Optimization exercise on an open flow, not production practice.
RTL: at most simulated, not proved equivalent.
Function not checked: runs 1, 2 and 6 to 8.
Power: default activity.

## design.v

```verilog
module d_mem_responder #(
   parameter int unsigned DEPTH       = 64,
   parameter int unsigned WAIT_CYCLES = 2
) (
   input  logic        clock,
   input  logic        reset,
   input  logic        req_valid,
   output logic        req_ready,
   input  logic        req_we,
   input  logic [31:0] req_addr,
   input  logic [31:0] req_wdata,
   output logic        rsp_valid,
   input  logic        rsp_ready,
   output logic [31:0] rsp_rdata,
   output logic        rsp_err,
   output logic        busy
);
   localparam int NR  = 21;     
   localparam int SGL = 21;     
   logic busy_q, rsp_q, w2_q, w1_q, w0_q;
   logic st0_q;                 
   logic          we_q, mis_q;
   logic [NR:0]   sel_q;        
   logic [2:0]    u_q;          
   logic          hit_q;        
   logic          flip_q;       
   logic [31:0]   r_q;          
   logic          p1_q, p2_q;   
   logic [2:0]    t_q;          
   logic          accept, ld_wait, rd_now, win, wen;
   logic          req_mis;
   logic [5:0]    req_idx;
   logic [NR:0]   req_sel;
   logic [1:0]    req_w;
   logic [2:0]    t_d, u_d, u_acc;
   assign req_mis = |req_addr[1:0];
   assign req_idx = req_addr[7:2];
   always_comb begin
      req_sel = '0;
      req_w   = 2'd0;
      if (req_idx == 6'd63) begin
         req_sel[SGL] = 1'b1;
      end else begin
         req_sel[req_idx / 6'd3] = 1'b1;
         req_w = 2'(req_idx % 6'd3);
      end
   end
   assign accept = req_valid && !busy_q && !reset;
   assign t_d = (t_q >= 3'd5) ? 3'd0 : t_q + 3'd1;
   always_comb begin
      logic [2:0] s;
      s     = t_d + {1'b0, req_w};
      u_acc = (s >= 3'd6) ? s - 3'd6 : s;
   end
   assign u_d = accept ? u_acc : ((u_q >= 3'd5) ? 3'd0 : u_q + 3'd1);
   always_ff @(posedge clock or posedge reset) begin
      if (reset) begin
         busy_q <= 1'b0;
         rsp_q  <= 1'b0;
         w2_q   <= 1'b0;
         w1_q   <= 1'b0;
         w0_q   <= 1'b0;
         st0_q  <= 1'b0;
      end else begin
         w2_q  <= req_valid && !busy_q;
         w1_q  <= w2_q;
         w0_q  <= w1_q;
         st0_q <= w1_q && we_q && !mis_q;
         if (!busy_q)       busy_q <= req_valid;
         else if (rsp_q && rsp_ready) busy_q <= 1'b0;
         if (w0_q)          rsp_q <= 1'b1;
         else if (rsp_ready) rsp_q <= 1'b0;
      end
   end
   always_ff @(posedge clock) begin
      t_q    <= t_d;
      u_q    <= u_d;
      hit_q  <= (u_d == 3'd2) || (u_d == 3'd5);
      flip_q <= (u_d == 3'd5);
      p1_q   <= st0_q;
      p2_q   <= p1_q;
      if (accept) begin
         we_q  <= req_we;
         mis_q <= req_mis;
         sel_q <= req_sel;
      end
   end
   assign ld_wait = (w2_q || w1_q || w0_q) && !we_q && !mis_q;
   assign rd_now  = ld_wait && (hit_q || sel_q[SGL]);
   assign win     = st0_q || p1_q || p2_q;
   assign wen     = win && hit_q;
   logic [31:0] ring_p0 [NR];
   logic [31:0] ring_p1 [NR];
   logic [31:0] ring_p2 [NR];
   logic [31:0] single_q;
   logic [31:0] wdata_x;        
   assign wdata_x = r_q ^ {32{flip_q}};
   for (genvar g = 0; g < NR; g++) begin : g_ring
      logic wr, wr_n;
      logic [31:0] d0;
      assign wr_n = !(wen && sel_q[g]);
      assign wr   = !wr_n;
      for (genvar b = 0; b < 32; b++) begin : g_bit
         dmr_ring_in u_in (.sel(wr), .sel_n(wr_n), .d1(wdata_x[b]),
                           .d0(ring_p2[g][b]), .y(d0[b]));
      end
      always_ff @(posedge clock) begin
         ring_p0[g] <= d0;
         ring_p1[g] <= ring_p0[g];
         ring_p2[g] <= ring_p1[g];
      end
   end
   always_ff @(posedge clock) begin
      if (st0_q && sel_q[SGL]) single_q <= r_q;
   end
   logic [NR/3-1:0][31:0] rd_grp_n;
   logic [31:0] rd_ring, rd_word;
   for (genvar k = 0; k < NR / 3; k++) begin : g_rgrp
      for (genvar b = 0; b < 32; b++) begin : g_bit
         dmr_aoi222 u_ao (.a1(sel_q[3*k]),   .b1(ring_p2[3*k][b]),
                          .a2(sel_q[3*k+1]), .b2(ring_p2[3*k+1][b]),
                          .a3(sel_q[3*k+2]), .b3(ring_p2[3*k+2][b]),
                          .y(rd_grp_n[k][b]));
      end
   end
   always_comb begin
      rd_ring = 32'd0;
      for (int k = 0; k < NR / 3; k++) rd_ring = rd_ring | ~rd_grp_n[k];
   end
   assign rd_word = sel_q[SGL] ? single_q : rd_ring ^ {32{flip_q}};
   always_ff @(posedge clock) begin
      if (accept)      r_q <= req_mis ? 32'd0 : req_wdata;
      else if (rd_now) r_q <= rd_word;
   end
   assign req_ready = !busy_q && !reset;
   assign rsp_valid = rsp_q;
   assign rsp_rdata = r_q;
   assign rsp_err   = mis_q;
   assign busy      = busy_q;
endmodule
module dmr_ring_in (
   input  logic sel,
   input  logic sel_n,
   input  logic d1,
   input  logic d0,
   output logic y
);
   assign y = ~((sel_n | d1) & (sel | d0));
endmodule
module dmr_aoi222 (
   input  logic a1, b1, a2, b2, a3, b3,
   output logic y
);
   assign y = ~((a1 & b1) | (a2 & b2) | (a3 & b3));
endmodule
```

## run.sh

```bash
#!/bin/bash
# synth_recipe.tcl (not shown) runs the flow's synth.tcl, then flattens the netlist and writes it again
# the make line also repeats each setting of config.mk as NAME=value (left out here)
make -C /OpenROAD-flow-scripts/flow DESIGN_CONFIG=/design/flow/config.mk WORK_HOME=/design/flow/orfs CLKGATE_MAP_FILE= SYNTH_SCRIPT=/design/flow/synth_recipe.tcl finish
```

## config.mk

```make
export PLATFORM = sky130hd
export DESIGN_NAME = d_mem_responder
export DESIGN_NICKNAME = d_mem_responder
export VERILOG_FILES = /design/flow/design.v
export SDC_FILE = /design/flow/constraint.sdc
export NUM_CORES = 4
export LEC_CHECK = 0
export CAP_MARGIN = 20
export CORE_MARGIN = 2
export CORE_UTILIZATION = 40
export SLEW_MARGIN = 20
export SYNTH_HIERARCHICAL = 1
export SYNTH_MINIMUM_KEEP_SIZE = 0
```

## constraint.sdc

```tcl
create_clock -name core_clock -period 4.0 [get_ports {clock}]
set_input_delay 0.8000 -clock core_clock [delete_from_list [all_inputs] [get_ports {clock}]]
set_output_delay 0.8000 -clock core_clock [all_outputs]
set_load 0.01 [all_outputs]
```

==> impl_metrics.ini, run 1 <==
[grt]
grt_pass1_wl_mm = 208.9
antenna_found_initial = 0
grt_pass1_vias = 32080
grt_usage_pct = 20.52
grt_max_degree = 34
overflow = 0

[clock_network]
root_buffer = clkbuf_16
cts_buffers = 191
clockBufferDepth = 3
worst_skew_pair.late_latency_ns = 0.79
ctsHtreeMaxLevel = 4
hold_buffers = 0
cts_tree = built
clkTransAtPathRegs_ns = 0.06
cts_num_sinks = 2120

[place]
io_buffers = 80
dp_hpwl_mm = 82.30
placed_cell_area_um2 = 57790
gp_congestion = 0.7774

[critical_path]
worstPathArrival_ns = 4.50
reg2reg_from = sel_q[14]
startpoint_type = primary input
ff2ff_setup_slack_ns = 0.97
worst-endpoint-required_ns = 4.63
r2r_end = r_q[19]
endpoint_kind = register
reg2regPathDepth = 7
path_cells = clkdlybuf4s50_1 -> buf_4 -> nor3_4 -> nor2_2 -> buf_4 -> buf_4 -> buf_4 -> buf_4 -> buf_4 -> buf_4 -> buf_4 -> buf_4 -> buf_4 -> buf_4 -> buf_4 -> a31o_2 -> inv_2 -> ha_4 -> a21bo_1 -> or3_4 -> a2bb2oi_4 -> nand2_4 -> nor3b_2
critical_path.most_common_cell = buf_4
max_stage_delay_ns = 0.42
crit_type = primary input to register
crit_slowest_cell = clkdlybuf4s50_1
cp_max_fo = 4

[timing]
max_freq_ghz = 0.2586
tightest_slew_ns = 1.074
timing.slew.headroom_pct = 28.40
finalCritPeriodShare_pct = 96.68
fin_crit_ns = 3.867
setup_tns_ns = 0
skew_ns = 0.02544
timing.hold.ws_ns = 0.2798
maxSlewViolCount = 0
hold_viol_final = 0
setup_viol = 0

[power_and_ir_drop]
total_power_mw = 50.40
leakagePower_nw = 25.02
p_int_mw = 37.63
clock_power_share_pct = 35.8
power.density_nw_per_um2 = 784.0
p_comb_share_pct = 10.8
irDropWorstVdd_mv = 0.4977
switching_share_pct = 25.35
switchingPower_mw = 12.77
pwr-share-seq_pct = 53.4

[job]
cap_violations = 0

[route]
wl_per_cell_um = 24.32
drtIter0Drc = 3426
via_per_inst = 5.414
routed_wl_mm = 142.4
firstDrtPassIters = 9
ant_nets = 0
vias = 31690
drc = 0

[synthesis]
synth_ff_type = dfxtp_1
yosys_warnings = 13
synth-seq-cells = 2120
syn_area_per_cell_um2 = 15.09
netlist_area_um2 = 52970
async_flop_share_pct = 0.2830
yosysUniqueCellTypes = 66
synth_nets = 3591
synth_edf_count = 88
seq_area_frac_synth_pct = 81.84
synth_cells = 3510

[floorplanning]
core_um2 = 131500
rows = 133
ioPinCount = 105
fp.dieW_um = 367.9
die_h_um = 367.9
start_util_pct = 40.30
dieArea_um2 = 135400

[finish]
finalInstanceArea_um2 = 64290
num-fill-cells = 11280
final_core_util_pct = 48.90
drive_above_1_share_pct = 14.28
final_common_cell = dfxtp_1
area_growth_pct = 21.35
finalNetCount = 4015
final_cell_mix = 2,025 x dfxtp_1, 673 x o22ai_1, 224 x a222oi_1

[min_path]
hold_path.class = primary input to async pin

[status]
status = no timing/DRC/antenna violations
final cells by class:
class | instances | area, µm² | share of cell area (%)
Tap cell | 1755 | 2196 | 3.416
Sequential cell | 2120 | 43360 | 67.44
Clock inverter | 80 | 693.2 | 1.078
Timing Repair Buffer | 264 | 2475 | 3.850
Antenna cell | 1 | 2.502 | 0.003893
Clock buffer | 277 | 5612 | 8.729
Multi-Input combinational cell | 1320 | 9809 | 15.26
Inverter | 37 | 142.6 | 0.2219
repair_timing:
| action | CTS | global route |
|---|---|---|
| buffers inserted | 15 | 1 |
| cloned | 0 | 0 |
| pin swaps | 10 | 7 |
| setup endpoints to repair | 14 | 11 |
| gates resized for setup | 8 | 5 |
cell usage after synthesis (all sizes together), types with 5 or more instances:
master	n	area (µm²)
dfxtp	2026	40560
o22ai	673	4210
a222oi	224	2242
edfxtp	88	2643
nand3	65	325.3
nor2	46	175.2
o21ai	39	195.2
inv	37	141.4
mux2i	36	360.4
xnor2	35	306.5
xor2	35	306.5
nand4	32	200.2
nand2	31	116.4
buf	23	126.4
ha	11	137.6
and2	10	62.56
clkbuf	10	37.54
nand2b	8	57.55
nor2b	7	43.79
nor3	7	46.30
nor3b	7	63.81
dfrtp	6	150.1
nor4	5	52.55
stage by stage:
| step | std cells | worst slack [ns] |
|---|---|---|
| after floorplan | 3510 | -0.3164 |
| after global placement | 5479 | -0.7920 |
| after detailed placement | 5480 | -0.9295 |
| after CTS | 5852 | 0.03750 |
| after global routing | 5853 | -0.01376 |
| final | 5854 | 0.1330 |
Yosys stat by module, one instance, submodules excluded:
module	cells inside	flops+latches
dmr_aoi222	1	0
dmr_ring_in	1	0
d_mem_responder	2614	2120
worst max path at each step:
| stage | from | endpoint | slack (ns) | depth (start not counted) |
|---|---|---|---|---|
| 2_1_floorplan | req_addr[5] | hit_q | -0.32 | 20 |
| 3_3_place_gp | req_addr[7] | hit_q | -0.79 | 21 |
| 3_5_place_dp | req_addr[7] | hit_q | -0.93 | 20 |
| 4_1_cts | req_addr[7] | hit_q | 0.04 | 19 |
| 5_1_grt | req_addr[4] | sel_q[20] | -0.01 | 23 |
| 6_report | req_addr[4] | sel_q[17] | 0.13 | 23 |
cells by family (layout without fill, tap and decap cells):
group                    count (synthesis)  after routing  share of synthesized area, %
multiplexers                            36             36                        0.6802
XOR/XNOR                                70             70                         1.157
adder cells (fa/ha/maj)                 12             12                        0.2976
AO/OA/AOI/OAI                          974            974                         13.16
other                                    0              1                             0
AND/OR/NAND/NOR                        228            228                         2.296
flip-flops                            2120           2120                         81.84
buffers and inverters                   70            658                        0.5763
sequential cells by signal, summed over array words and instances, names as in the netlist, 3 cells and up:
register / cells
r_q: 32
ring_p0: 672
ring_p1: 672
ring_p2: 672
sel_q: 22
single_q: 32
t_q: 3
u_q: 3
per-layer routing:
layer / vias up / GRT usage [%] / wire length [µm]
li1: 14250 / - / -
met1: 15960 / 28.15 / 64160
met2: 1197 / 32.42 / 65160
met3: 290 / 3.603 / 8793
met4: 0 / 7.716 / 4280
met5: - / 0 / 0
power groups by stage:
stage	registers, mW	logic (mW)	clock network [mW]
global placement	27.2	5.22	0
floorplan	26.7	3.04	0
global route	27.3	5.82	19.1
finish	26.9	5.44	18.0
detailed placement	27.3	5.29	0
CTS	26.9	5.36	18.2
worst max-delay path, delay by kind of cell:
kind,cells,cell delay (ns)
compound gates,3,0.65
buf+inv,14,1.97
fa+ha+maj,1,0.15
simple gates,5,0.94
==> inputs of run 2 (changes only) <==
--- a/config.mk
+++ b/config.mk
@@ -8,5 +8,7 @@
 export CAP_MARGIN = 20
 export CORE_MARGIN = 2
-export CORE_UTILIZATION = 40
+export CORE_UTILIZATION = 60
+export CTS_BUF_LIST = sky130_fd_sc_hd__clkbuf_8
+export CTS_CLUSTER_SIZE = 30
 export SLEW_MARGIN = 20
 export SYNTH_HIERARCHICAL = 1
==> run 2 against run 1 <==
  * Still clean on timing, DRC and antenna
  * Die area down 33%
  * First-iteration DRC count up 16%
  * Critical path depth down 5
  * Worst hold slack worse by 0.17 ns
  * Sequential power about the same
  * Maximum frequency up 2.5%
  * Wire length up 1.5%
  * Register-to-register slack better by 0.02 ns
  * Critical path type unchanged
  * Critical endpoint is now hit_q
==> impl_metrics.ini, run 2 <==
[clock_network]
cts_tree = built
ctsHtreeMaxLevel = 5
cts_buffers = 318
root_buffer = clkbuf_8
clockBufferDepth = 4
clkTransAtPathRegs_ns = 0.07
cts_num_sinks = 2120
hold_buffers = 0
worst_skew_pair.late_latency_ns = 0.98

[place]
dp_hpwl_mm = 82.58
placed_cell_area_um2 = 56820
gp_congestion = 0.8560
io_buffers = 80

[timing]
setup_viol = 0
tightest_slew_ns = 0.9693
finalCritPeriodShare_pct = 94.32
max_freq_ghz = 0.2651
fin_crit_ns = 3.773
hold_viol_final = 0
maxSlewViolCount = 0
grt_setup_unrepaired = false
skew_ns = 0.06653
timing.slew.headroom_pct = 35.38

[critical_path]
cp_max_fo = 3
ff2ff_setup_slack_ns = 0.99
reg2regPathDepth = 8
endpoint_kind = register
max_stage_delay_ns = 0.48
reg2reg_from = sel_q[9]
r2r_end = r_q[8]
startpoint_type = primary input
worstPathArrival_ns = 4.57
worst-endpoint-required_ns = 4.80
crit_start = req_addr[4]
crit_slowest_cell = clkdlybuf4s50_1
crit_buf_inv = 4
crit_family = adder cells
critical_path.most_common_cell = ha_2
path_cells = clkdlybuf4s50_1 -> inv_1 -> a211oi_2 -> nor2_2 -> ha_2 -> inv_2 -> o211ai_1 -> mux2i_1 -> ha_2 -> or3_1 -> nor4_4 -> a21oi_4 -> inv_4 -> mux2i_1 -> ha_2 -> fa_2 -> o311a_1 -> o2bb2ai_1
crit_type = primary input to register

[finish]
finalNetCount = 4148
drive_above_1_share_pct = 16.55
finalInstanceArea_um2 = 63250
reg_top3 = ring_p0 x672, ring_p1 x672, ring_p2 x672
area_growth_pct = 19.40
final_cell_mix = 2,025 x dfxtp_1, 673 x o22ai_1, 406 x clkbuf_8
final_common_cell = dfxtp_1

[power_and_ir_drop]
power.density_nw_per_um2 = 784.3
pwr-share-seq_pct = 54.4
p_comb_share_pct = 11.1
clock_power_share_pct = 34.5
switchingPower_mw = 12.83
total_power_mw = 49.60
irDropWorstVdd_mv = 0.4841
p_int_mw = 36.78
leakagePower_nw = 25.46
switching_share_pct = 25.86

[grt]
antenna_found_initial = 3
grt_pass1_vias = 34470
grt_max_degree = 42
overflow = 0
grt_pass1_wl_mm = 214.3
grt_usage_pct = 31.68

[job]
cap_violations = 0

[synthesis]
synth_edf_count = 88
synth_top_cell_by_area = dfxtp_1
synth_top_area_share_pct = 76.56
synth_compound_area_share_pct = 13.16
synth_nets = 3591
synth-seq-cells = 2120
netlist_area_um2 = 52970
syn_area_per_cell_um2 = 15.09
synth_common_cells = 2,026 x dfxtp_1, 673 x o22ai_1, 224 x a222oi_1
seq_area_frac_synth_pct = 81.84
async_flop_share_pct = 0.2830
synth_top_family_by_area = compound AO/OA/AOI/OAI gates
synth_cells = 3510
yosys-top-cells-area = dfxtp_1 77%, o22ai_1 7.9%, edfxtp_1 5.0%
synthMuxAreaShare_pct = 0.6802
synthXorXnorAreaFrac_pct = 1.157
synthAdderAreaFrac_pct = 0.2976
synth_most_common_cell = dfxtp_1
synth_ff_type = dfxtp_1
yosys.area_share.simple_pct = 2.296
yosys_warnings = 13
yosysUniqueCellTypes = 66

[min_path]
hold_path.class = primary input to async pin

[route]
ant_nets = 0
vias = 33170
drtIter0Drc = 3977
via_per_inst = 6.094
wl_per_cell_um = 26.55
routed_wl_mm = 144.5
drc = 0
firstDrtPassIters = 8

[floorplanning]
dieArea_um2 = 90680
start_util_pct = 60.78
rows = 108
fp.dieW_um = 301.1
ioPinCount = 105
die_h_um = 301.1
core_um2 = 87160

[status]
status = no timing/DRC/antenna violations
run 2: cell count changes in the layout (fill, tap and decap cells not counted), sizes merged, moves of 3 or more:
cell          before  now
clkinv            65   30
dlymetal6s2s       0    3
inv               42  128
clkbuf           278  406
buf              184  190
run 2: per-stage QoR:
stage | worst slack [ns] | TNS, ns | hold slack, ns | utilization [%] | instances
after detailed placement | -0.9464 | -21.69 | 0.3121 | 65.19 | 4893
after global placement | -0.7766 | -17.69 | 0.3097 | 65.18 | 4892
after floorplan | -0.3164 | -2.656 | 0.3096 | - | 3510
after global routing | 0.04595 | 0 | 0.1265 | 72.57 | 5441
after CTS | 0.01392 | 0 | 0.06338 | 72.39 | 5430
final | 0.2273 | 0 | 0.1085 | 72.57 | 5442
run 2: worst max path at each step:
stage | to | slack [ns] | cells after the start
2_1_floorplan | hit_q | -0.32 | 20
3_3_place_gp | hit_q | -0.78 | 20
3_5_place_dp | hit_q | -0.95 | 21
4_1_cts | flip_q | 0.01 | 19
5_1_grt | hit_q | 0.05 | 19
6_report | hit_q | 0.23 | 18
run 2: modules after synthesis (local to each module, per instance):
module           times used  cells  area [µm²]  flops+latches
d_mem_responder           1   2614       46530           2120
dmr_aoi222              224      1       10.01              0
dmr_ring_in             672      1       6.256              0
run 2: layout make-up:
type,count,area (µm²)
sequential,2120,43360
fill,5712,23910
multi-input combinational,1320,9704
clock buffer,406,5588
timing repair buffer,270,2325
tap,1155,1445
clock inverter,131,681.9
inverter,37,142.6
antenna,3,7.507
run 2: power by group through the flow:
stage / Sequential [mW] / Clock [mW] / Combinational [mW]
2_1_floorplan: 26.7 / 0 / 3.04
3_3_place_gp: 27.1 / 0 / 5.20
3_5_place_dp: 27.3 / 0 / 5.31
4_1_cts: 27.0 / 17.3 / 5.35
5_1_grt: 27.3 / 18.3 / 5.84
6_report: 27.0 / 17.1 / 5.51
run 2: repair_timing:
item	4_1_cts	5_1_grt
buffers inserted	0	8
gates resized for setup	0	9
endpoints found under the setup margin	0	26
run 2: logic make-up after synthesis:
kind of cell	after synthesis
fa+ha+maj	12
mux	36
flops	2120
xor+xnor	70
buf+inv	70
compound gates	974
simple gates	228
run 2: per-layer routing:
metal	vias to the layer above	GRT usage (%)	part of all wire, %
li1	14520	-	-
met2	1698	48.14	45
met5	-	0	0
met1	16600	44.46	43
met4	0	12.25	3.1
met3	349	7.204	8.7
==> inputs of run 3 (changes only) <==
--- a/design.v
+++ b/design.v
@@ -22,7 +22,9 @@
    logic          we_q, mis_q;
    logic [NR:0]   sel_q;        
-   logic [2:0]    u_q;          
-   logic          hit_q;        
-   logic          flip_q;       
+   logic [2:0]    w_q;          
+   logic [2:0]    ht_q;         
+   logic [2:0]    ft_q;         
+   logic          hit;          
+   logic          flip;         
    logic [31:0]   r_q;          
    logic          p1_q, p2_q;   
@@ -32,26 +34,36 @@
    logic [5:0]    req_idx;
    logic [NR:0]   req_sel;
-   logic [1:0]    req_w;
-   logic [2:0]    t_d, u_d, u_acc;
+   logic [2:0]    req_w;
+   logic [2:0]    t_d;
    assign req_mis = |req_addr[1:0];
    assign req_idx = req_addr[7:2];
    always_comb begin
+      logic [3:0] k;
+      k       = req_idx[5:2];
       req_sel = '0;
-      req_w   = 2'd0;
-      if (req_idx == 6'd63) begin
+      req_w   = 3'd0;
+      if (req_idx[1:0] != 2'd3) begin
+         req_sel[k]  = 1'b1;
+         req_w[req_idx[1:0]] = 1'b1;
+      end else if (k == 4'd15) begin
          req_sel[SGL] = 1'b1;
       end else begin
-         req_sel[req_idx / 6'd3] = 1'b1;
-         req_w = 2'(req_idx % 6'd3);
+         req_sel[16 + k / 4'd3] = 1'b1;
+         req_w[k % 4'd3] = 1'b1;
       end
    end
    assign accept = req_valid && !busy_q && !reset;
    assign t_d = (t_q >= 3'd5) ? 3'd0 : t_q + 3'd1;
+   logic [2:0] ht_d, ft_d;
    always_comb begin
-      logic [2:0] s;
-      s     = t_d + {1'b0, req_w};
-      u_acc = (s >= 3'd6) ? s - 3'd6 : s;
+      for (int w = 0; w < 3; w++) begin
+         logic [3:0] s;
+         s = 4'(t_d) + 4'(w);
+         ht_d[w] = (s == 4'd2) || (s == 4'd5) || (s == 4'd8);
+         ft_d[w] = (s == 4'd5);
+      end
    end
-   assign u_d = accept ? u_acc : ((u_q >= 3'd5) ? 3'd0 : u_q + 3'd1);
+   assign hit  = |(w_q & ht_q);
+   assign flip = |(w_q & ft_q);
    always_ff @(posedge clock or posedge reset) begin
       if (reset) begin
@@ -75,7 +87,6 @@
    always_ff @(posedge clock) begin
       t_q    <= t_d;
-      u_q    <= u_d;
-      hit_q  <= (u_d == 3'd2) || (u_d == 3'd5);
-      flip_q <= (u_d == 3'd5);
+      ht_q   <= ht_d;
+      ft_q   <= ft_d;
       p1_q   <= st0_q;
       p2_q   <= p1_q;
@@ -84,10 +95,11 @@
          mis_q <= req_mis;
          sel_q <= req_sel;
+         w_q   <= req_w;
       end
    end
    assign ld_wait = (w2_q || w1_q || w0_q) && !we_q && !mis_q;
-   assign rd_now  = ld_wait && (hit_q || sel_q[SGL]);
+   assign rd_now  = ld_wait && (hit || sel_q[SGL]);
    assign win     = st0_q || p1_q || p2_q;
-   assign wen     = win && hit_q;
+   assign wen     = win && hit;
    logic [31:0] ring_p0 [NR];
    logic [31:0] ring_p1 [NR];
@@ -95,5 +107,5 @@
    logic [31:0] single_q;
    logic [31:0] wdata_x;        
-   assign wdata_x = r_q ^ {32{flip_q}};
+   assign wdata_x = r_q ^ {32{flip}};
    for (genvar g = 0; g < NR; g++) begin : g_ring
       logic wr, wr_n;
@@ -128,5 +140,5 @@
       for (int k = 0; k < NR / 3; k++) rd_ring = rd_ring | ~rd_grp_n[k];
    end
-   assign rd_word = sel_q[SGL] ? single_q : rd_ring ^ {32{flip_q}};
+   assign rd_word = sel_q[SGL] ? single_q : rd_ring ^ {32{flip}};
    always_ff @(posedge clock) begin
       if (accept)      r_q <= req_mis ? 32'd0 : req_wdata;
--- a/config.mk
+++ b/config.mk
@@ -8,7 +8,5 @@
 export CAP_MARGIN = 20
 export CORE_MARGIN = 2
-export CORE_UTILIZATION = 60
-export CTS_BUF_LIST = sky130_fd_sc_hd__clkbuf_8
-export CTS_CLUSTER_SIZE = 30
+export CORE_UTILIZATION = 40
 export SLEW_MARGIN = 20
 export SYNTH_HIERARCHICAL = 1
==> run 3 against run 2 <==
  * Register-to-register slack about the same
  * Sequential power down 21%
  * Sequential share of layout area decreased by 0.51 points
  * Synthesized cell count up 2.0%
  * Critical path depth down 1
  * Power decreased by 20%
  * Worst hold slack improved by 0.15 ns
  * Synthesized area is 0.30% higher
  * Design area up 1.0%
  * Wire length fell by 1.6%
  * Clock power increased by 5%
==> impl_metrics.ini, run 3 <==
[critical_path]
worstPathArrival_ns = 4.00
reg2reg_from = sel_q[9]
r2r_end = r_q[30]
reg2regPathDepth = 7
worst-endpoint-required_ns = 4.65
crit_slowest_cell = clkdlybuf4s50_1
startpoint_type = primary input
endpoint_kind = register
crit_family = compound AO/OA/AOI/OAI gates
path_cells = clkdlybuf4s50_1 -> ha_1 -> nand2b_4 -> nand2_1 -> ha_1 -> buf_4 -> and2b_4 -> o2bb2ai_4 -> nand3_1 -> nor2_1 -> xnor2_1 -> inv_1 -> ha_2 -> a21oi_1 -> o21ai_0 -> a221oi_1 -> a32o_1
max_stage_delay_ns = 0.44
cp_max_fo = 6
critical_path.most_common_cell = ha_1
cp.depth = 17
crit_type = primary input to register
ff2ff_setup_slack_ns = 0.98
crit_buf_inv = 3

[grt]
grt_pass1_vias = 32060
use_met2_pct = 30.28
grt_max_degree = 92
met3_usage_pct = 3.556
grt_pass1_wl_mm = 208.1
grt_usage_pct = 20.37
grt_busiest_layer = met2
use_met1_pct = 29.63
overflow = 0
antenna_found_initial = 1

[clock_network]
clockBufferDepth = 3
root_buffer = clkbuf_16
cts_resized = 0
clkTransAtPathRegs_ns = 0.06
cts_num_sinks = 2124
worst_skew_pair.late_latency_ns = 0.79
cts_buffers = 187
cts_tree = built
ctsHtreeMaxLevel = 4
hold_buffers = 0
cts_setup_buffers = 0

[finish]
finalNonFillerCells = 5874
multi_input_area_um2 = 9633
num-fill-cells = 11190
diodes = 0
ff_latch_area_um2 = 43460
drive_above_1_share_pct = 12.19
final_common_cell = dfxtp_1
reg_top3 = ring_p0 x672, ring_p1 x672, ring_p2 x672
final_core_util_pct = 48.53
final_cell_mix = 2,027 x dfxtp_1, 684 x o22ai_1, 225 x a222oi_1
area_growth_pct = 20.23
finalNetCount = 4050

[timing]
tightest_slew_ns = 1.045
setup_viol = 0
grt_setup_unrepaired = false
fin_crit_ns = 3.347
finalCritPeriodShare_pct = 83.67
timing.hold.ws_ns = 0.2550
skew_ns = 0.02135
maxSlewViolCount = 0
hold_viol_final = 0
timing.slew.headroom_pct = 30.36
setup_slack_ns = 0.6533
max_freq_ghz = 0.2988

[synthesis]
yosys-top-cells-area = dfxtp_1 76%, o22ai_1 8.1%, edfxtp_1 5.1%
synthXorXnorAreaFrac_pct = 0.5440
synth_most_common_cell = dfxtp_1
synth_nets = 3664
yosysUniqueCellTypes = 53
syn_area_per_cell_um2 = 14.84
yosys_warnings = 13
synth_cells = 3580
seq_area_frac_synth_pct = 81.80
yosys.area_share.simple_pct = 2.385
synthMuxAreaShare_pct = 0.06123
synthAdderAreaFrac_pct = 0.3532
synth_ff_type = dfxtp_1
synth_top_cell_by_area = dfxtp_1
synth_common_cells = 2,027 x dfxtp_1, 684 x o22ai_1, 225 x a222oi_1
synth_top_area_share_pct = 76.37
netlist_area_um2 = 53130
synth-seq-cells = 2124
synth_edf_count = 91
synth_top_family_by_area = compound AO/OA/AOI/OAI gates
async_flop_share_pct = 0.2825
synth_compound_area_share_pct = 14.26

[floorplanning]
rows = 133
die_h_um = 368.5
start_util_pct = 40.37
ioPinCount = 105
dieArea_um2 = 135800
core_um2 = 131600
fp.dieW_um = 368.5

[route]
firstDrtPassIters = 9
routed_wl_mm = 142.1
ant_nets = 0
wl_per_cell_um = 24.20
vias = 32350
drtIter0Drc = 4069
drc = 0
via_per_inst = 5.506

[job]
cap_violations = 0

[place]
placed_cells = 5531
io_buffers = 80
dp_hpwl_mm = 79.33
gp_congestion = 0.7926
place_ws_ns = -0.1271

[min_path]
hold_path.class = primary input to async pin

[power_and_ir_drop]
total_power_mw = 39.92
irDropWorstVdd_mv = 0.3810
leakagePower_nw = 24.75
power.density_nw_per_um2 = 624.9

[status]
status = no timing/DRC/antenna violations
==> run 3: cell types whose count changed in the layout (fill, tap and decap cells not counted), moves of 35 or more <==
cell       change
a21oi_1       +69
clkbuf_1      +45
clkbuf_16    +193
inv_1         -83
buf_4         -45
mux2i_1       -35
clkbuf_8     -367
==> run 3: per-module statistics from Yosys (local to each module, per instance) <==
module,cell area (µm²),copies in the design
d_mem_responder,46690,1
dmr_aoi222,10.01,224
dmr_ring_in,6.256,672
==> run 3: through the flow <==
step           area, µm²  TNS, ns
6_report           63880        0
5_1_grt            63880        0
4_1_cts            63870        0
3_5_place_dp       57580  -0.2556
3_3_place_gp       57570  -0.1255
2_1_floorplan      53160        0
==> run 3: power breakdown <==
group / internal [mW] / switching, mW / total (mW)
clock: 10.2 / 7.80 / 18.0
sequential: 21.3 / 0.0534 / 21.4
combinational: 0.204 / 0.350 / 0.554
total: 31.7 / 8.20 / 39.9
==> run 3: logic make-up (layout without fill, tap and decap cells) <==
logic type                 count (synthesis)  count (layout)
AOI/OAI and AO/OA                       1087            1087
xor gates and xnor gates                  33              33
adders and majority gates                 15              15
buffers and inverters                     75             614
DFF                                     2124            2124
muxes                                      3               3
and+or+nand+nor                          243             243
==> run 3: per-layer routing <==
| layer | up-vias | part of all wire (%) |
|---|---|---|
| li1 | 14530 | - |
| met5 | - | 0 |
| met2 | 1420 | 43 |
| met3 | 243 | 7.9 |
| met4 | 0 | 2.8 |
| met1 | 16150 | 46 |
==> run 3: final cells by class <==
class                           instances  share of cell area [%]
Tap cell                             1755                   3.437
Inverter                               39                  0.2292
Sequential cell                      2124                   68.03
Timing Repair Buffer                  233                   3.371
Clock inverter                         65                   1.185
Multi-Input combinational cell       1381                   15.08
Clock buffer                          277                   8.665
==> run 3: worst max path at each step <==
stage / to / slack, ns / start
finish: w_q[2] / 0.65 / req_addr[6]
global route: w_q[2] / 0.42 / req_addr[6]
floorplan: w_q[1] / 0.04 / req_addr[6]
global placement: w_q[2] / -0.1 / req_addr[6]
detailed placement: w_q[2] / -0.13 / req_addr[6]
CTS: w_q[2] / 0.71 / req_addr[6]
==> inputs of run 4 (changes only) <==
==> flow/run.sh (new file) <==
#!/bin/bash
# Standard layout, with port buffers of a faster cell than buffer_ports picks.
set -euo pipefail
bash standard.sh finish "BUFFER_PORTS_ARGS=-buffer_cell sky130_fd_sc_hd__buf_4" > layout_make.log 2>&1
==> standard.sh (new file) <==
#!/bin/bash
# synth_recipe.tcl (not shown) runs the flow's synth.tcl, then flattens the netlist and writes it again
# the make line also repeats each setting of config.mk as NAME=value (left out here)
make -C /OpenROAD-flow-scripts/flow DESIGN_CONFIG=/design/flow/config.mk WORK_HOME=/design/flow/orfs CLKGATE_MAP_FILE= SYNTH_SCRIPT=/design/flow/synth_recipe.tcl "${@:-finish}"
removed: run.sh
==> run 4 against run 3 <==
  * Still clean on timing, DRC and antenna
  * Die area is the same
  * Sequential share of layout area about the same
  * Setup slack better by 0.20 ns
  * Cell count decreased by 0.15%
  * Core utilization about the same
  * Power up 1.6%
  * Worst hold slack worse by 0.063 ns
  * Register-to-register slack lost 0.12 ns
  * Via count is 0.61% lower
  * Clock power is 4% higher
  * Non-clock buffer count is 13 lower
  * Wire length down 1.1%
  * Critical path type is now register to register
  * Largest power group unchanged
==> impl_metrics.ini, run 4 <==
[finish]
finalNonFillerCells = 5865
final_common_cell = dfxtp_1
area_growth_pct = 20.24
reg_top3 = ring_p0 x672, ring_p1 x672, ring_p2 x672
finalNetCount = 4037
drive_above_1_share_pct = 14.24
final_cell_mix = 2,027 x dfxtp_1, 684 x o22ai_1, 225 x a222oi_1
num-fill-cells = 11220

[synthesis]
synth_cells = 3580
seq_area_frac_synth_pct = 81.80
yosys_warnings = 13
synth_ff_type = dfxtp_1
synth_top_area_share_pct = 76.37
synth-seq-cells = 2124
synth_common_cells = 2,027 x dfxtp_1, 684 x o22ai_1, 225 x a222oi_1
synth_top_cell_by_area = dfxtp_1
synth_edf_count = 91
syn_area_per_cell_um2 = 14.84
yosys-top-cells-area = dfxtp_1 76%, o22ai_1 8.1%, edfxtp_1 5.1%
synth_nets = 3664
async_flop_share_pct = 0.2825
netlist_area_um2 = 53130
yosysUniqueCellTypes = 53
synth_most_common_cell = dfxtp_1

[grt]
grt_pass1_vias = 31830
grt_pass1_wl_mm = 206.6
antenna_found_initial = 1
grt_usage_pct = 20.21
grt_max_degree = 85
overflow = 0

[critical_path]
startpoint_type = register
critical_path.most_common_cell = a21oi_1
max_stage_delay_ns = 0.76
worst-endpoint-required_ns = 4.63
cp_max_fo = 12
crit_type = register to register
worstPathArrival_ns = 3.77
endpoint_kind = register
path_cells = buf_4 -> a222oi_1 -> nand4_1 -> or3_1 -> a21oi_1 -> a21oi_1 -> o21ai_1
crit_slowest_cell = edfxtp_1

[place]
gp_congestion = 0.8065
dp_hpwl_mm = 80.05
placed_cells = 5518
io_buffers = 80

[route]
ant_nets = 0
via_per_inst = 5.481
wl_per_cell_um = 23.97
vias = 32150
routed_wl_mm = 140.6
drtIter0Drc = 3695
drc = 0
firstDrtPassIters = 9

[clock_network]
ctsHtreeMaxLevel = 4
cts_buffers = 187
clockBufferDepth = 3
root_buffer = clkbuf_16
worst_skew_pair.late_latency_ns = 0.79
cts_resized = 0
cts_num_sinks = 2124
hold_buffers = 1
cts_setup_buffers = 0
clkTransAtPathRegs_ns = 0.06
cts_tree = built

[timing]
hold_viol_final = 0
setup_viol = 0
fin_crit_ns = 3.144
setup_tns_ns = 0
timing.slew.headroom_pct = 22.03
tightest_slew_ns = 1.170
skew_ns = 0.02504
grt_setup_unrepaired = false
max_freq_ghz = 0.3181
finalCritPeriodShare_pct = 78.60
maxSlewViolCount = 0

[floorplanning]
core_um2 = 131600
ioPinCount = 105
die_h_um = 368.5
start_util_pct = 40.37
rows = 133
dieArea_um2 = 135800
fp.dieW_um = 368.5

[power_and_ir_drop]
irDropWorstVdd_mv = 0.3890
leakagePower_nw = 24.90
power.density_nw_per_um2 = 634.6

[status]
status = no timing/DRC/antenna violations

[min_path]
hold_path.class = primary input to register

[job]
cap_violations = 0
==> run 4: per-module statistics from Yosys, one instance, submodules excluded <==
module,flip-flops and latches,copies in the design
d_mem_responder,2124,1
dmr_aoi222,0,224
dmr_ring_in,0,672
==> run 4: critical path: cells and delay by family (launching register included) <==
family,cells,cell delay (ns)
AOI/OAI and AO/OA,4,1.08
and+or+nand+nor,2,0.81
DFF,1,0.76
buffers and inverters,1,0.34
==> run 4: layout make-up <==
cell class,instances,area (µm²),share of cell area (%)
antenna,1,2.502,0.003917
multi-input combinational,1381,9656,15.11
sequential,2124,43460,68.03
tap,1755,2196,3.437
inverter,39,146.4,0.2291
clock buffer,280,5762,9.018
clock inverter,65,815.8,1.277
timing repair buffer,220,1849,2.895
==> run 4: layer usage <==
metal | vias to the layer above | track usage [%] | share of wire, %
met3 | 273 | 4.098 | 8.5
met4 | 2 | 7.598 | 3.0
met5 | - | 0 | 0.0057
met1 | 15970 | 29.33 | 46
met2 | 1412 | 29.63 | 42
li1 | 14490 | - | -
==> run 4: through the flow <==
stage	total power, mW	area [µm²]	util (%)	worst slack (ns)	hold slack, ns
floorplan	22.07	53160	-	0.04340	0.3096
global placement	22.35	57250	43.49	0.1565	0.3095
detailed placement	22.36	57300	43.53	0.1522	0.3121
CTS	40.80	63890	48.53	0.9522	0.1519
global route	41.69	63890	48.53	0.7430	0.1681
finish	40.54	63890	48.54	0.8560	0.1916
==> run 4: path summary, 6_finish.rpt <==
check                      slack, ns             end  cells past startpoint      startpoint
setup / recovery                0.86          r_q[7]                      7        sel_q[9]
hold reg to reg                 0.31  ring_p1[15][7]                      0  ring_p0[15][7]
max in group asynchronous       3.28          busy_q                      3           reset
min in group asynchronous       0.51            w1_q                      3           reset
hold / removal                  0.19            we_q                      1          req_we
setup reg to reg                0.86          r_q[7]                      7        sel_q[9]
==> run 4: where the power goes <==
group          internal [mW]  switching (mW)  total [mW]
sequential              21.3          0.0584        21.4
combinational          0.171           0.342       0.514
clock                   10.9            7.79        18.7
==> run 4: cell families after synthesis <==
| kind of cell | after synthesis | synth area share, % |
|---|---|---|
| DFF | 2124 | 81.80 |
| AOI/OAI and AO/OA | 1087 | 14.26 |
| xor gates and xnor gates | 33 | 0.5440 |
| buffers and inverters | 75 | 0.6028 |
| adders and majority gates | 15 | 0.3532 |
| muxes | 3 | 0.06122 |
| and+or+nand+nor | 243 | 2.385 |
==> inputs of run 5 (changes only) <==
==> flow/run.sh (replaced) <==
#!/bin/bash
# Standard layout, with port buffers of a faster cell than buffer_ports picks
# and a clock tree with larger sink clusters.
set -euo pipefail
bash standard.sh finish \
  "BUFFER_PORTS_ARGS=-buffer_cell sky130_fd_sc_hd__buf_4" \
  "CTS_ARGS=-sink_clustering_enable -repair_clock_nets -sink_clustering_size 30 -sink_clustering_max_diameter 120 -buf_list sky130_fd_sc_hd__clkbuf_16" \
  > layout_make.log 2>&1
--- a/config.mk
+++ b/config.mk
@@ -9,4 +9,5 @@
 export CORE_MARGIN = 2
 export CORE_UTILIZATION = 40
+export SETUP_SLACK_MARGIN = 1.4
 export SLEW_MARGIN = 20
 export SYNTH_HIERARCHICAL = 1
==> run 5 against run 4 <==
  * Still clean
  * Synthesized area unchanged
  * Power down 22%
  * Cell count down 2.7%
  * Critical path depth up 8
  * Synthesized cell count unchanged
  * Critical path type is now primary input to register
==> impl_metrics.ini, run 5 <==
[grt]
grt_pass1_wl_mm = 200.5
antenna_found_initial = 0
grt_usage_pct = 19.56
overflow = 0
grt_max_degree = 92
grt_pass1_vias = 30320

[power_and_ir_drop]
clock_power_share_pct = 30.9
power.density_nw_per_um2 = 523.0
p_int_mw = 25.28
irDropWorstVdd_mv = 0.3699
pwr-share-seq_pct = 67.1
leakagePower_nw = 23.33
p_comb_share_pct = 2.0
switchingPower_mw = 6.539
switching_share_pct = 20.55

[floorplanning]
die_h_um = 368.5
fp.dieW_um = 368.5
start_util_pct = 40.37
ioPinCount = 105
rows = 133
dieArea_um2 = 135800
core_um2 = 131600

[timing]
max_freq_ghz = 0.3565
setup_tns_ns = 0
timing.slew.headroom_pct = 35.85
skew_ns = 0.02334
finalCritPeriodShare_pct = 70.13
setup_viol = 0
tightest_slew_ns = 0.9623
fin_crit_ns = 2.805
hold_viol_final = 0
grt_setup_unrepaired = true
maxSlewViolCount = 0

[route]
wl_per_cell_um = 24.35
drc = 0
ant_nets = 0
routed_wl_mm = 138.9
drtIter0Drc = 3955
firstDrtPassIters = 6
vias = 31410
via_per_inst = 5.506

[clock_network]
cts_num_sinks = 2124
clkTransAtPathRegs_ns = 0.12
cts_tree = built
ctsHtreeMaxLevel = 3
worst_skew_pair.late_latency_ns = 0.70
cts_buffers = 80
root_buffer = clkbuf_16
clockBufferDepth = 3

[synthesis]
synth_top_cell_by_area = dfxtp_1
async_flop_share_pct = 0.2825
yosysUniqueCellTypes = 53
yosys_warnings = 13
synth_edf_count = 91
synth-seq-cells = 2124
synth_common_cells = 2,027 x dfxtp_1, 684 x o22ai_1, 225 x a222oi_1
synth_cells = 3580
seq_area_frac_synth_pct = 81.80
yosys-top-cells-area = dfxtp_1 76%, o22ai_1 8.1%, edfxtp_1 5.1%
synth_nets = 3664
netlist_area_um2 = 53130
syn_area_per_cell_um2 = 14.84
synth_ff_type = dfxtp_1
synth_most_common_cell = dfxtp_1
synth_top_area_share_pct = 76.37

[place]
gp_congestion = 0.7835
io_buffers = 80
dp_hpwl_mm = 79.16
placed_cells = 5511

[finish]
final_cell_mix = 2,027 x dfxtp_1, 683 x o22ai_1, 244 x buf_4
final_core_util_pct = 46.22
finalNetCount = 4012
drive_above_1_share_pct = 12.77
num-fill-cells = 11480
reg_top3 = ring_p0 x672, ring_p1 x672, ring_p2 x672
final_common_cell = dfxtp_1
area_growth_pct = 14.51
finalNonFillerCells = 5704

[min_path]
hold_path.class = primary input to register
hold_path_depth = 1

[critical_path]
endpoint = w_q[1]
endpoint_kind = register
crit_start = req_addr[6]
reg2regPathDepth = 8
r2r_end = r_q[6]
ff2ff_setup_slack_ns = 1.30
cp_max_fo = 6
worst-endpoint-required_ns = 4.56
startpoint_type = primary input
crit_type = primary input to register
reg2reg_from = sel_q[9]
worstPathArrival_ns = 3.37

[job]
cap_violations = 0

[status]
status = no timing/DRC/antenna violations
==> run 5: changes by cell type in the layout (fill, tap and decap cells not counted), sizes merged <==
cell      change
buf          +79
bufinv       -13
clkbuf      -196
clkinv       -34
clkinvlp      -6
inv           +9
==> run 5: per-stage QoR <==
stage / setup slack [ns] / hold WS [ns] / cell area, µm² / power (mW)
2_1_floorplan: 0.1778 / 0.3096 / 53220 / 22.08
3_3_place_gp: 0.1705 / 0.3095 / 57350 / 22.35
3_5_place_dp: 0.1411 / 0.3121 / 57370 / 22.36
4_1_cts: 1.262 / 0.2335 / 60210 / 31.93
5_1_grt: 1.136 / 0.2381 / 60840 / 32.78
6_report: 1.195 / 0.2753 / 60840 / 31.82
==> run 5: how the worst min path moves through the flow <==
stage / startpoint / to
after global routing: req_we / we_q
after floorplan: ring_p0[0][0] / ring_p1[0][0]
after CTS: req_we / we_q
after detailed placement: ring_p0[20][18] / ring_p1[20][18]
final: req_we / we_q
after global placement: ring_p1[20][8] / ring_p2[20][8]
==> run 5: power by group through the flow <==
stage | Sequential, mW | Clock, mW | Combinational (mW)
floorplan | 21.8 | 0 | 0.235
global placement | 21.8 | 0 | 0.501
detailed placement | 21.8 | 0 | 0.508
CTS | 21.3 | 10.0 | 0.581
global route | 21.4 | 10.8 | 0.678
finish | 21.3 | 9.84 | 0.645
==> run 5: repair_timing <==
action | CTS | global route
resized for setup | 23 | 87
pin swaps | 39 | 93
hold buffers | 1 | 0
endpoints found under the hold margin | 6 | 0
buffers inserted | 61 | 24
endpoints found under the setup margin | 160 | 50
cloned | 0 | 4
==> run 5: area by class of cell <==
| type | count | area [µm²] | share of cell area (%) |
|---|---|---|---|
| flip-flops and latches | 2124 | 43460 | 71.43 |
| multi-input cells | 1381 | 10020 | 16.46 |
| repair buffers | 302 | 2854 | 4.691 |
| well taps | 1755 | 2196 | 3.609 |
| clock buffers | 81 | 2027 | 3.331 |
| inverters | 39 | 150.1 | 0.2468 |
| clock inverters | 21 | 136.4 | 0.2242 |
| diodes | 1 | 2.502 | 0.004113 |
==> run 5: worst max-delay path, cell delays in order <==
cell	delay [ns]
buf_12	0.11
ha_4	0.25
nand2b_4	0.12
nand2_4	0.05
ha_4	0.18
and2b_4	0.17
a211oi_4	0.28
ha_4	0.20
nor2_4	0.05
xnor2_2	0.22
inv_2	0.07
ha_4	0.18
or3_4	0.34
a21oi_4	0.16
a32o_1	0.18
==> run 5: cell families (layout without fill, tap and decap cells) <==
| logic type | after synthesis | in the layout | synth area share, % |
|---|---|---|---|
| flip-flops | 2124 | 2124 | 81.80 |
| AO/OA/AOI/OAI | 1087 | 1087 | 14.26 |
| AND/OR/NAND/NOR | 243 | 243 | 2.385 |
| buffers and inverters | 75 | 443 | 0.6028 |
| XOR/XNOR | 33 | 33 | 0.5440 |
| adder cells (fa/ha/maj) | 15 | 15 | 0.3532 |
| multiplexers | 3 | 3 | 0.06122 |
| other | 0 | 1 | 0 |
==> run 5: modules after synthesis, one instance, submodules excluded <==
module,times used,cell area (µm²),flops+latches
dmr_aoi222,224,10.01,0
dmr_ring_in,672,6.256,0
d_mem_responder,1,46690,2124
==> run 5: per-layer routing <==
layer,routed length [µm],vias to the layer above,track usage (%)
li1,-,14310,-
met4,3262,0,4.937
met3,10930,189,3.266
met5,0,-,0
met1,64990,15660,29.12
met2,59720,1256,29.46
==> inputs of run 6 (changes only) <==
--- a/design.v
+++ b/design.v
@@ -38,17 +38,35 @@
    assign req_mis = |req_addr[1:0];
    assign req_idx = req_addr[7:2];
+   logic [2:0] k_ring;
+   logic [2:0] k_word;
    always_comb begin
-      logic [3:0] k;
-      k       = req_idx[5:2];
+      unique case (req_idx[5:2])
+         4'd0:  begin k_ring = 3'd0; k_word = 3'b001; end
+         4'd1:  begin k_ring = 3'd0; k_word = 3'b010; end
+         4'd2:  begin k_ring = 3'd0; k_word = 3'b100; end
+         4'd3:  begin k_ring = 3'd1; k_word = 3'b001; end
+         4'd4:  begin k_ring = 3'd1; k_word = 3'b010; end
+         4'd5:  begin k_ring = 3'd1; k_word = 3'b100; end
+         4'd6:  begin k_ring = 3'd2; k_word = 3'b001; end
+         4'd7:  begin k_ring = 3'd2; k_word = 3'b010; end
+         4'd8:  begin k_ring = 3'd2; k_word = 3'b100; end
+         4'd9:  begin k_ring = 3'd3; k_word = 3'b001; end
+         4'd10: begin k_ring = 3'd3; k_word = 3'b010; end
+         4'd11: begin k_ring = 3'd3; k_word = 3'b100; end
+         4'd12: begin k_ring = 3'd4; k_word = 3'b001; end
+         4'd13: begin k_ring = 3'd4; k_word = 3'b010; end
+         4'd14: begin k_ring = 3'd4; k_word = 3'b100; end
+         default: begin k_ring = 3'd5; k_word = 3'b000; end
+      endcase
+   end
+   always_comb begin
       req_sel = '0;
       req_w   = 3'd0;
       if (req_idx[1:0] != 2'd3) begin
-         req_sel[k]  = 1'b1;
-         req_w[req_idx[1:0]] = 1'b1;
-      end else if (k == 4'd15) begin
-         req_sel[SGL] = 1'b1;
+         req_sel[req_idx[5:2]] = 1'b1;
+         req_w[req_idx[1:0]]   = 1'b1;
       end else begin
-         req_sel[16 + k / 4'd3] = 1'b1;
-         req_w[k % 4'd3] = 1'b1;
+         req_sel[16 + k_ring] = 1'b1;    
+         req_w = k_word;
       end
    end
--- a/config.mk
+++ b/config.mk
@@ -9,5 +9,5 @@
 export CORE_MARGIN = 2
 export CORE_UTILIZATION = 40
-export SETUP_SLACK_MARGIN = 1.4
+export SETUP_SLACK_MARGIN = 1.6
 export SLEW_MARGIN = 20
 export SYNTH_HIERARCHICAL = 1
==> run 6 against run 5 <==
  * Still clean
  * Via count decreased by 3.2%
  * Global-route usage decreased by 0.11 points
  * First-iteration DRC count shrank 10%
  * Power shrank 0.61%
  * Die area fell by 1.0%
  * Combinational power down about 20%
  * Core utilization down 0.49 points
  * Sequential cell count unchanged
  * Register-to-register slack better by 0.17 ns
  * Design area down 1.6%
  * Critical path type is now register to register
  * Largest cell class unchanged
==> impl_metrics.ini, run 6 <==
[status]
status = no timing/DRC/antenna violations

[finish]
area_growth_pct = 13.92
final_cell_mix = 2,025 x dfxtp_1, 673 x o22ai_1, 225 x a222oi_1
final_common_cell = dfxtp_1
finalNetCount = 3846
drive_above_1_share_pct = 12.18
reg_top3 = ring_p0 x672, ring_p1 x672, ring_p2 x672
final_core_util_pct = 45.74

[timing]
finalCritPeriodShare_pct = 63.32
skew_ns = 0.02624
fin_crit_ns = 2.533
timing.slew.headroom_pct = 24.62
hold_viol_final = 0
grt_setup_unrepaired = true
setup_tns_ns = 0
setup_viol = 0
max_freq_ghz = 0.3948
maxSlewViolCount = 0
tightest_slew_ns = 1.127

[synthesis]
synth_common_cells = 2,027 x dfxtp_1, 673 x o22ai_1, 225 x a222oi_1
synth_ff_type = dfxtp_1
yosysUniqueCellTypes = 51
synth_top_area_share_pct = 77.18
synth_most_common_cell = dfxtp_1
synth_top_cell_by_area = dfxtp_1
synth_edf_count = 91
synth_nets = 3536
yosys-top-cells-area = dfxtp_1 77%, o22ai_1 8.0%, edfxtp_1 5.2%
netlist_area_um2 = 52580
synth_cells = 3458
seq_area_frac_synth_pct = 82.66
yosys_warnings = 13
async_flop_share_pct = 0.2825
syn_area_per_cell_um2 = 15.21
synth-seq-cells = 2124

[place]
gp_congestion = 0.7837
io_buffers = 80
dp_hpwl_mm = 78.69

[power_and_ir_drop]
clock_power_share_pct = 30.9
pwr-share-seq_pct = 67.5
irDropWorstVdd_mv = 0.3122
power.density_nw_per_um2 = 528.0
switching_share_pct = 20.21
p_int_mw = 25.23
leakagePower_nw = 22.98
p_comb_share_pct = 1.6
switchingPower_mw = 6.393

[critical_path]
crit_type = register to register
path_cells = buf_6 -> buf_4 -> a222oi_1 -> nand4_1 -> nor2_4 -> xnor2_1 -> o21ai_1
cp_max_fo = 11
reg2reg_from = sel_q[14]
max_stage_delay_ns = 0.51
reg2regPathDepth = 7
crit_buf_inv = 2
r2r_end = r_q[3]
ff2ff_setup_slack_ns = 1.47
worstPathArrival_ns = 2.95
startpoint_type = register
endpoint_kind = register
worst-endpoint-required_ns = 4.42
crit_slowest_cell = nand4_1
crit_family = simple AND/OR/NAND/NOR gates

[clock_network]
clockBufferDepth = 3
cts_tree = built
cts_num_sinks = 2124
ctsHtreeMaxLevel = 3
clkTransAtPathRegs_ns = 0.12
root_buffer = clkbuf_16
cts_buffers = 80
worst_skew_pair.late_latency_ns = 0.68

[grt]
grt_max_degree = 43
grt_busiest_layer = met2
grt_pass1_vias = 29680
overflow = 0
use_met2_pct = 30.39
met3_usage_pct = 2.612
grt_pass1_wl_mm = 197.9
grt_usage_pct = 19.46
antenna_found_initial = 1
use_met1_pct = 27.99

[route]
drtIter0Drc = 3549
wl_per_cell_um = 24.87
vias = 30400
drc = 0
routed_wl_mm = 137.8
via_per_inst = 5.485
ant_nets = 0
firstDrtPassIters = 8

[floorplanning]
start_util_pct = 40.15
ioPinCount = 105
die_h_um = 366.6
rows = 133
dieArea_um2 = 134400
core_um2 = 131000
fp.dieW_um = 366.6

[job]
cap_violations = 0

[min_path]
hold_path.class = primary input to async pin
[run 6: worst max-delay path by stage]
| stage | cells past startpoint | slack (ns) | to | startpoint |
|---|---|---|---|---|
| 2_1_floorplan | 11 | 1.31 | sel_q[1] | req_addr[5] |
| 3_3_place_gp | 5 | 0.94 | ring_p0[20][6] | w_q[0] |
| 3_5_place_dp | 12 | 0.95 | sel_q[5] | req_addr[5] |
| 4_1_cts | 6 | 1.52 | r_q[20] | sel_q[17] |
| 5_1_grt | 7 | 1.49 | r_q[15] | sel_q[18] |
| 6_report | 7 | 1.47 | r_q[3] | sel_q[14] |
[run 6: cell families after synthesis]
| family | share of synthesized area [%] |
|---|---|
| compound gates | 13.46 |
| mux | 0.06425 |
| xor+xnor | 1.099 |
| flops | 82.66 |
| buf+inv | 0.3403 |
| fa+ha+maj | 0.2142 |
| simple gates | 2.163 |
[run 6: per-stage QoR]
step	power [mW]	cells	hold slack [ns]	cell area (µm²)	setup WS (ns)
after global routing	32.61	5541	0.06787	59890	1.490
final	31.63	5543	0.07914	59900	1.467
after floorplan	22.01	3458	0.3096	52740	1.311
after global placement	22.28	5374	0.3095	56610	0.9442
after CTS	31.80	5516	0.04200	59280	1.518
after detailed placement	22.29	5378	0.3121	56680	0.9486
[run 6: layout make-up]
type | instances | area (µm²)
Clock buffer | 82 | 2052
Antenna cell | 2 | 5.005
Sequential cell | 2124 | 43460
Fill cell | 11580 | 71060
Inverter | 10 | 62.56
Tap cell | 1755 | 2196
Multi-Input combinational cell | 1298 | 9607
Clock inverter | 18 | 95.09
Timing Repair Buffer | 254 | 2419
[run 6: metal layers]
layer  part of all wire (%)  vias to the layer above
met5                      0                        -
met4                    2.6                        0
met3                    6.6                      182
met2                     45                     1125
met1                     46                    15330
li1                       -                    13770
[run 6: repair_timing]
item | 4_1_cts | 5_1_grt
resized for setup | 30 | 82
gates cloned | 0 | 5
pin swaps | 31 | 52
setup buffers | 38 | 20
setup endpoints to repair | 295 | 279
hold buffers | 0 | 0
[run 6: modules after synthesis (local to each module, per instance)]
| module | copies in the design | cell area (µm²) |
|---|---|---|
| d_mem_responder | 1 | 46130 |
| dmr_aoi222 | 224 | 10.01 |
| dmr_ring_in | 672 | 6.256 |
[run 6: power by group through the flow]
| stage | Sequential (mW) | Combinational (mW) | Clock, mW |
|---|---|---|---|
| after floorplan | 21.8 | 0.163 | 0 |
| after global placement | 21.8 | 0.431 | 0 |
| after detailed placement | 21.8 | 0.440 | 0 |
| after CTS | 21.3 | 0.481 | 9.97 |
| after global routing | 21.4 | 0.538 | 10.7 |
| final | 21.3 | 0.517 | 9.77 |
==> inputs of run 7 (changes only) <==
--- a/config.mk
+++ b/config.mk
@@ -8,5 +8,5 @@
 export CAP_MARGIN = 20
 export CORE_MARGIN = 2
-export CORE_UTILIZATION = 40
+export CORE_UTILIZATION = 60
 export SETUP_SLACK_MARGIN = 1.6
 export SLEW_MARGIN = 20
==> run 7 against run 6 <==
  * Combinational power barely moved
  * Global-route usage rose by 11 points
  * Core utilization rose by 23 points
==> impl_metrics.ini, run 7 <==
[status]
status = no timing/DRC/antenna violations

[route]
routed_wl_mm = 141.5
via_per_inst = 6.298
drc = 0
drtIter0Drc = 3593
firstDrtPassIters = 8
vias = 31330
ant_nets = 0
wl_per_cell_um = 28.44

[grt]
grt_busiest_layer = met2
met3_usage_pct = 5.427
use_met2_pct = 47.62
grt_pass1_vias = 31510
antenna_found_initial = 0
grt_pass1_wl_mm = 205.5
overflow = 0
grt_max_degree = 43
grt_usage_pct = 30.72
use_met1_pct = 43.56

[floorplanning]
start_util_pct = 60.61
fp.dieW_um = 300.0
die_h_um = 300.0
rows = 108
dieArea_um2 = 90020
core_um2 = 86750
ioPinCount = 105

[finish]
final_common_cell = dfxtp_1
area_growth_pct = 12.75
finalNetCount = 3879
final_cell_mix = 2,025 x dfxtp_1, 673 x o22ai_1, 232 x buf_4
multi_input_area_um2 = 9479
reg_top3 = ring_p0 x672, ring_p1 x672, ring_p2 x672
finalInstanceArea_um2 = 59280
num-fill-cells = 6093
final_core_util_pct = 68.33
finalNonFillerCells = 4975
ff_latch_area_um2 = 43470
drive_above_1_share_pct = 12.33

[synthesis]
synth_ff_type = dfxtp_1
synth_cells = 3458
yosys-top-cells-area = dfxtp_1 77%, o22ai_1 8.0%, edfxtp_1 5.2%
synth_edf_count = 91
syn_area_per_cell_um2 = 15.21
synth_top_area_share_pct = 77.18
yosys_warnings = 13
synth_nets = 3536
synthAdderAreaFrac_pct = 0.2142
synth_most_common_cell = dfxtp_1
seq_area_frac_synth_pct = 82.66
synth_compound_area_share_pct = 13.46
synthXorXnorAreaFrac_pct = 1.099
synth_top_cell_by_area = dfxtp_1
synth_common_cells = 2,027 x dfxtp_1, 673 x o22ai_1, 225 x a222oi_1
async_flop_share_pct = 0.2825
synth_top_family_by_area = compound AO/OA/AOI/OAI gates
synth-seq-cells = 2124
yosys.area_share.simple_pct = 2.163
synthMuxAreaShare_pct = 0.06425
netlist_area_um2 = 52580
yosysUniqueCellTypes = 51

[critical_path]
crit_type = register to register
startpoint_type = register
reg2reg_from = sel_q[19]
max_stage_delay_ns = 0.55
ff2ff_setup_slack_ns = 1.41
endpoint_kind = register
worstPathArrival_ns = 2.99
path_cells = buf_12 -> buf_4 -> a222oi_1 -> nand4_1 -> nor2_2 -> xnor2_1 -> o21ai_1
worst-endpoint-required_ns = 4.39
cp_max_fo = 9
crit_slowest_cell = nand4_1
reg2regPathDepth = 7
r2r_end = r_q[10]

[place]
gp_congestion = 0.8207
placed_cell_area_um2 = 56080
dp_hpwl_mm = 83.29
io_buffers = 80
placed_cells = 4797

[power_and_ir_drop]
irDropWorstVdd_mv = 0.4540
total_power_mw = 31.58
power.density_nw_per_um2 = 532.7
leakagePower_nw = 22.99

[timing]
timing.slew.headroom_pct = 24.20
hold_viol_final = 0
skew_ns = 0.02600
finalCritPeriodShare_pct = 64.86
fin_crit_ns = 2.594
tightest_slew_ns = 1.135
max_freq_ghz = 0.3855
grt_setup_unrepaired = true
setup_viol = 0
maxSlewViolCount = 0
setup_tns_ns = 0

[clock_network]
cts_num_sinks = 2124
root_buffer = clkbuf_16
cts_tree = built
clkTransAtPathRegs_ns = 0.12
ctsHtreeMaxLevel = 3
hold_buffers = 0
worst_skew_pair.late_latency_ns = 0.67
cts_buffers = 80
clockBufferDepth = 3

[min_path]
hold_path.class = primary input to async pin

[job]
cap_violations = 0
-- run 7: cell types whose count changed in the layout (fill, tap and decap cells not counted), moves of 5 or more --
cell	change
and2_1	+6
and2_2	+5
and2_4	-11
buf_4	+38
buf_6	-7
nand2_2	+6
nand2_4	-10
nand3_1	+5
nand3_2	-5
-- run 7: modules after synthesis (local to each module, per instance) --
| module | cell area [µm²] | flops+latches |
|---|---|---|
| dmr_aoi222 | 10.01 | 0 |
| d_mem_responder | 46130 | 2124 |
| dmr_ring_in | 6.256 | 0 |
-- run 7: stage by stage --
step	hold WS [ns]	worst slack, ns
after floorplan	0.3096	1.311
after global placement	0.3095	0.9761
after detailed placement	0.3121	0.9574
after CTS	0.07724	1.414
after global routing	0.08418	1.353
final	0.09952	1.406
-- run 7: how the worst max path moves through the flow --
stage                      from   endpoint  slack, ns
floorplan           req_addr[5]   sel_q[1]       1.31
global placement    req_addr[5]  sel_q[19]       0.98
detailed placement  req_addr[5]   sel_q[7]       0.96
CTS                   sel_q[19]    r_q[10]       1.41
global route          sel_q[19]     r_q[7]       1.35
finish                sel_q[19]    r_q[10]       1.41
-- run 7: cells by family (layout without fill, tap and decap cells) --
family                   Yosys count  in the layout
adder cells (fa/ha/maj)            9              9
AND/OR/NAND/NOR                  229            229
other                              0              1
buffers and inverters             36            397
AO/OA/AOI/OAI                    992            992
flip-flops                      2124           2124
multiplexers                       2              2
XOR/XNOR                          66             66
-- run 7: area by class of cell --
cell class	instances	area share [%]
Tap cell	1155	2.438
Clock inverter	18	0.1604
Inverter	10	0.1055
Sequential cell	2124	73.32
Timing Repair Buffer	287	4.517
Multi-Input combinational cell	1298	15.99
Clock buffer	82	3.461
Antenna cell	1	0.004221
-- run 7: critical path, delay by kind of cell (launching register included) --
kind            cells  cell delay (ns)
buf+inv             2             0.36
flops               1             0.45
simple gates        2             0.84
xor+xnor            1             0.15
compound gates      2             0.52
-- run 7: where the power goes --
part / internal (mW) / switching [mW] / total [mW]
sequential: 21.3 / 0.0300 / 21.3
clock: 3.75 / 5.97 / 9.72
combinational: 0.172 / 0.346 / 0.518
total: 25.2 / 6.35 / 31.6
-- run 7: layer usage --
metal | vias to the layer above | wire, µm
li1 | 13770 | -
met1 | 15820 | 61130
met2 | 1464 | 64220
met3 | 275 | 11050
met4 | 0 | 5079
met5 | - | 0
-- run 7: repair_timing --
item	in CTS	in global routing
resized for setup	30	50
pin swaps	38	84
endpoints found under the setup margin	477	586
buffers inserted	57	13
gates cloned	3	4
==> inputs of run 8 (changes only) <==
--- a/config.mk
+++ b/config.mk
@@ -8,6 +8,6 @@
 export CAP_MARGIN = 20
 export CORE_MARGIN = 2
-export CORE_UTILIZATION = 60
-export SETUP_SLACK_MARGIN = 1.6
+export CORE_UTILIZATION = 40
+export SETUP_SLACK_MARGIN = 2.0
 export SLEW_MARGIN = 20
 export SYNTH_HIERARCHICAL = 1
==> run 8 against run 7 <==
  * Worst hold slack worse by 0.017 ns
  * Count of clock-buffer cells in the layout unchanged
  * Via count up 8.3%
  * Clock power up 2.1%
  * Sequential cell count unchanged
  * Die area up 49%
  * Cell count up 17%
  * Setup slack better by 0.10 ns
  * Design area up 17%
  * First-iteration DRC count up 33%
  * Core utilization down 15 points
  * Sequential share of layout area down 11 points
  * Highest routed layer unchanged
==> impl_metrics.ini, run 8 <==
[clock_network]
ctsHtreeMaxLevel = 3
root_buffer = clkbuf_16
clkTransAtPathRegs_ns = 0.12
worst_skew_pair.late_latency_ns = 0.71
cts_tree = built
cts_num_sinks = 2124
cts_buffers = 80
clockBufferDepth = 3

[route]
firstDrtPassIters = 7
vias = 33940
drc = 0
ant_nets = 0
via_per_inst = 5.837
routed_wl_mm = 176.8

[grt]
overflow = 0
grt_max_degree = 36
grt_usage_pct = 23.05
grt_pass1_vias = 31700
grt_pass1_wl_mm = 226.4
antenna_found_initial = 3

[power_and_ir_drop]
power.density_nw_per_um2 = 464.5
leakagePower_nw = 26.27
irDropWorstVdd_mv = 0.3700

[finish]
drive_above_1_share_pct = 30.25
finalNetCount = 4120
num-fill-cells = 10360
final_common_cell = dfxtp_1
final_cell_mix = 2,025 x dfxtp_1, 342 x o22ai_2, 225 x a222oi_1
finalNonFillerCells = 5815
reg_top3 = ring_p0 x672, ring_p1 x672, ring_p2 x672

[critical_path]
worst-endpoint-required_ns = 4.45
worstPathArrival_ns = 2.94
endpoint_kind = register
startpoint_type = register

[timing]
timing.slew.headroom_pct = 42.27
setup_slack_ns = 1.508
fin_crit_ns = 2.492
grt_setup_unrepaired = true
finalCritPeriodShare_pct = 62.31
max_freq_ghz = 0.4012
setup_viol = 0
maxSlewViolCount = 0
setup_tns_ns = 0
hold_viol_final = 0

[floorplanning]
ioPinCount = 105
dieArea_um2 = 134400
start_util_pct = 40.15
die_h_um = 366.6

[synthesis]
synth-seq-cells = 2124
yosys_warnings = 13
yosysUniqueCellTypes = 51
async_flop_share_pct = 0.2825
synth_cells = 3458
synth_ff_type = dfxtp_1
syn_area_per_cell_um2 = 15.21
netlist_area_um2 = 52580
synth_top_cell_by_area = dfxtp_1
synth_top_area_share_pct = 77.18
yosys-top-cells-area = dfxtp_1 77%, o22ai_1 8.0%, edfxtp_1 5.2%
synth_common_cells = 2,027 x dfxtp_1, 673 x o22ai_1, 225 x a222oi_1
synthAdderAreaFrac_pct = 0.2142
synthMuxAreaShare_pct = 0.06425
synth_nets = 3536
synth_most_common_cell = dfxtp_1
synth_compound_area_share_pct = 13.46

[place]
place_ws_ns = 0.9331
io_buffers = 80
placed_cells = 5371
gp_congestion = 0.7760

[min_path]
hold_path.class = primary input to async pin

[status]
status = no timing/DRC/antenna violations
[run 8: cell types whose count changed in the layout (fill, tap and decap cells not counted), sizes merged]
| cell | before | now |
|---|---|---|
| nand2 | 39 | 48 |
| clkbuf | 86 | 107 |
| and2 | 24 | 39 |
| inv | 26 | 25 |
| buf | 282 | 469 |
| xnor2 | 64 | 72 |
| bufbuf | 1 | 2 |
[run 8: timing repair]
item	CTS	global route
setup endpoints to repair	783	753
cloned	79	46
hold buffers	0	0
gates resized for setup	554	566
buffers inserted	158	61
pin swaps	321	415
[run 8: modules after synthesis (local to each module, per instance)]
module	copies in the design	flops+latches	cells
d_mem_responder	1	2124	2562
dmr_aoi222	224	0	1
dmr_ring_in	672	0	1
[run 8: cell families after synthesis]
group,count (synthesis)
flops,2124
simple gates,229
xor+xnor,66
compound gates,992
fa+ha+maj,9
buf+inv,36
mux,2
[run 8: layout make-up]
cell class                 instances  area [µm²]  share of cell area [%]
sequential                      2124       43470                   62.67
multi-input combinational       1330       14430                   20.80
timing repair buffer             496        7056                   10.17
tap                             1755        2196                   3.166
clock buffer                      82        2052                   2.958
clock inverter                    17       91.34                  0.1317
inverter                          10       65.06                 0.09381
antenna                            1       2.502                0.003608
[run 8: worst max-delay path, cell delays in order (launching register included)]
cell and delay, ns:
edfxtp_1 0.49, buf_6 0.23, a222oi_1 0.61, nand4_1 0.42, nor2_2 0.25, xnor2_1 0.17, o21ai_1 0.07
[run 8: metal layers]
metal	global-route usage (%)	part of all wire (%)	up-vias
li1	-	-	14410
met1	32.84	42	17210
met2	35.52	45	1946
met3	3.487	9.8	374
met4	8.436	4.0	0
met5	0	0	-
[run 8: per-stage QoR]
| step | cell area (µm²) | total power [mW] | hold WS [ns] |
|---|---|---|---|
| floorplan | 52990 | 22.02 | 0.3096 |
| CTS | 64310 | 32.07 | 0.05134 |
| global placement | 56530 | 22.28 | 0.3095 |
| detailed placement | 56590 | 22.28 | 0.3121 |
| finish | 69360 | 32.22 | 0.08298 |
| global route | 69360 | 33.02 | 0.09180 |
[run 8: report_power, final]
part           total (mW)  switching [mW]  internal, mW
clock                9.92            6.17          3.75
combinational       0.966           0.571         0.395
sequential           21.3          0.0221          21.3
total                32.2            6.76          25.5
[run 8: worst paths after layout]
check	slack [ns]	startpoint	end	depth (start not counted)
setup / recovery	1.51	sel_q[9]	r_q[4]	6
hold / removal	0.08	reset	busy_q	2
setup reg to reg	1.51	sel_q[9]	r_q[4]	6
hold reg to reg	0.31	ring_p0[14][14]	ring_p1[14][14]	0
max in group asynchronous	3.70	reset	busy_q	2
min in group core_clock	0.29	req_we	we_q	1
